This is an optimization exercise on Yosys and OpenROAD, whose aim is small area, not a production implementation. In this exercise RTL edits were held to simulation tests only and were not proved equivalent to the original. No activity file was given, so power comes from the tool's default toggle rates.

==> flow/design.v (excerpt) <==
module job_distributor (
    input  logic             clk,
    input  logic             rst_n,
    input  logic [4*16-1:0]  fthread_config,
    input  logic             fthread_config_valid,
    input  logic [4*16-1:0]  job_config,
    input  logic             job_config_valid,
    input  logic [3:0]       job_queue_valid,
    input  logic [4*128-1:0] job_queue_data,
    output logic [3:0]       job_queue_ready,
    input  logic [57:0]      ws_base_addr,
    input  logic             ws_base_addr_valid,
    output logic [4*140-1:0] fthread_job,
    output logic [3:0]       fthread_job_valid,
    input  logic [3:0]       fthread_done
);
For scale: about 1,600 cells after synthesis, ~300 flip-flops, ~1,300 I/O pins, roughly 18,000 um^2 of cells after synthesis.
==> flow/config.mk <==
export PLATFORM = sky130hd
export DESIGN_NAME = job_distributor
export DESIGN_NICKNAME = job_distributor
export VERILOG_FILES = /design/flow/design.v
export SDC_FILE = /design/flow/constraint.sdc
export NUM_CORES = 4
export LEC_CHECK = 0
export CAP_MARGIN = 20
export CORE_AREA = 5 5 185 185
export DIE_AREA = 0 0 190 190
export SLEW_MARGIN = 20
==> flow/constraint.sdc <==
create_clock -name core_clock -period 5.0 [get_ports {clk}]
set_input_delay 1.0000 -clock core_clock [delete_from_list [all_inputs] [get_ports {clk}]]
set_output_delay 1.0000 -clock core_clock [all_outputs]
set_load 0.01 [all_outputs]
standard.sh (not shown) runs the stock make flow with config.mk's settings and CLKGATE_MAP_FILE= SYNTH_SCRIPT=/design/flow/synth_recipe.tcl, a recipe that flattens the netlist after the stock synthesis.
==> flow/flow/run.sh <==
#!/bin/bash
# Standard ORFS layout with two changes: port buffers use the smallest
# buffer cell, and CTS inserts no dummy loads. Each tool's output goes to a
# log in the work folder (ORFS also keeps its per-step logs under orfs/logs).
set -euo pipefail
export BUFFER_PORTS_ARGS="-buffer_cell sky130_fd_sc_hd__buf_1"
export CTS_ARGS="-sink_clustering_enable -repair_clock_nets -dont_use_dummy_load -buf_list sky130_fd_sc_hd__clkbuf_4 -sink_clustering_size 10 -sink_clustering_max_diameter 40"
export PLACE_PINS_ARGS="-min_distance 1 -min_distance_in_tracks"
bash standard.sh > standard.log 2>&1
Change:
==> flow/flow/run.sh (replaced) <==
#!/bin/bash
# The standard ORFS layout (standard.sh, standard synthesis unchanged)
# with these layout choices:
#  - every port still gets its own buffer, but the smallest one (buf_1);
#  - pins may sit one routing track apart, so a small die fits all ports;
set -euo pipefail
export BUFFER_PORTS_ARGS="-buffer_cell sky130_fd_sc_hd__buf_1"
export PLACE_PINS_ARGS="-min_distance 1 -min_distance_in_tracks"
export CTS_ARGS="-sink_clustering_enable -repair_clock_nets -dont_use_dummy_load -buf_list sky130_fd_sc_hd__clkbuf_4 -sink_clustering_size 8 -sink_clustering_max_diameter 40"
bash standard.sh > standard.log 2>&1
Outcome:
- The changed run passed the timing, DRC and antenna checks
- sequential power stays flat
- area after synthesis does not change
- via count hardly moves
Change:
==> flow/flow/run.sh (replaced) <==
#!/bin/bash
# Standard ORFS layout with two changes: port buffers use the smallest
# buffer cell, and CTS inserts no dummy loads. Each tool's output goes to a
# log in the work folder (ORFS also keeps its per-step logs under orfs/logs).
set -euo pipefail
export BUFFER_PORTS_ARGS="-buffer_cell sky130_fd_sc_hd__buf_1"
export CTS_ARGS="-sink_clustering_enable -repair_clock_nets -dont_use_dummy_load -buf_list {sky130_fd_sc_hd__clkbuf_2 sky130_fd_sc_hd__clkbuf_4 sky130_fd_sc_hd__clkbuf_8} -sink_clustering_size 10 -sink_clustering_max_diameter 40"
export PLACE_PINS_ARGS="-min_distance 1 -min_distance_in_tracks"
bash standard.sh > standard.log 2>&1
Outcome: Combinational power is about the same; synthesized cell count does not change; area after synthesis stays the same; via count stays flat; setup slack is better by 99 ps.
Change:
==> flow/flow/run.sh (replaced) <==
#!/bin/bash
# Standard ORFS layout with two changes: port buffers use the smallest
# buffer cell, and CTS inserts no dummy loads. Each tool's output goes to a
# log in the work folder (ORFS also keeps its per-step logs under orfs/logs).
set -euo pipefail
export BUFFER_PORTS_ARGS="-buffer_cell sky130_fd_sc_hd__buf_1"
export CTS_ARGS="-sink_clustering_enable -repair_clock_nets -dont_use_dummy_load -buf_list sky130_fd_sc_hd__clkbuf_4 -sink_clustering_size 8 -sink_clustering_max_diameter 40"
export PLACE_PINS_ARGS="-min_distance 1 -min_distance_in_tracks"
bash standard.sh > standard.log 2>&1
After rerunning: Wire length barely changes; setup slack is worse by 99 ps; die area does not change; combinational power barely changes; total power goes down by a few percent; sequential cell count does not change; non-clock buffer count does not change; synthesized cell count is unchanged.

-- static timing again, ports no longer ideal --
How much do the figures lean on ideal ports? The routed layouts below were timed once more, with nothing changed but the port constraints. Step 1 (the two cells are an assumption about what drives the block):
set clk [get_ports {clk}]
set_driving_cell -lib_cell sky130_fd_sc_hd__clkbuf_16 $clk
set_driving_cell -lib_cell sky130_fd_sc_hd__buf_2 [delete_from_list [all_inputs] $clk]
Step 2 times the ports against the registers' clock, not the clock port: input delays grow and output delays shrink by t, the midpoint of the rising clock arrivals with the driver on. Three values: no drivers, after step 1, after step 2; two values: the first two.
run | t, ns | setup slack, ns | worst setup path after step 2 | clock arrival spread, ns
the first run | 0.664 | 0.657 / 0.620 / 0.475 | input to register | 0.135 / 0.136
the second run | 0.701 | 0.593 / 0.540 / 0.387 | input to register | 0.176 / 0.176
the third run | 0.571 | 0.692 / 0.692 / 0.476 | input to register | 0.089 / 0.089
the fourth run | 0.701 | 0.593 / 0.540 / 0.387 | input to register | 0.176 / 0.176
After both steps setup and hold are still met in every run listed. The setup slack of the third run, which loses most, moves by 0.000 ns with the drivers and by -0.216 ns with both steps.
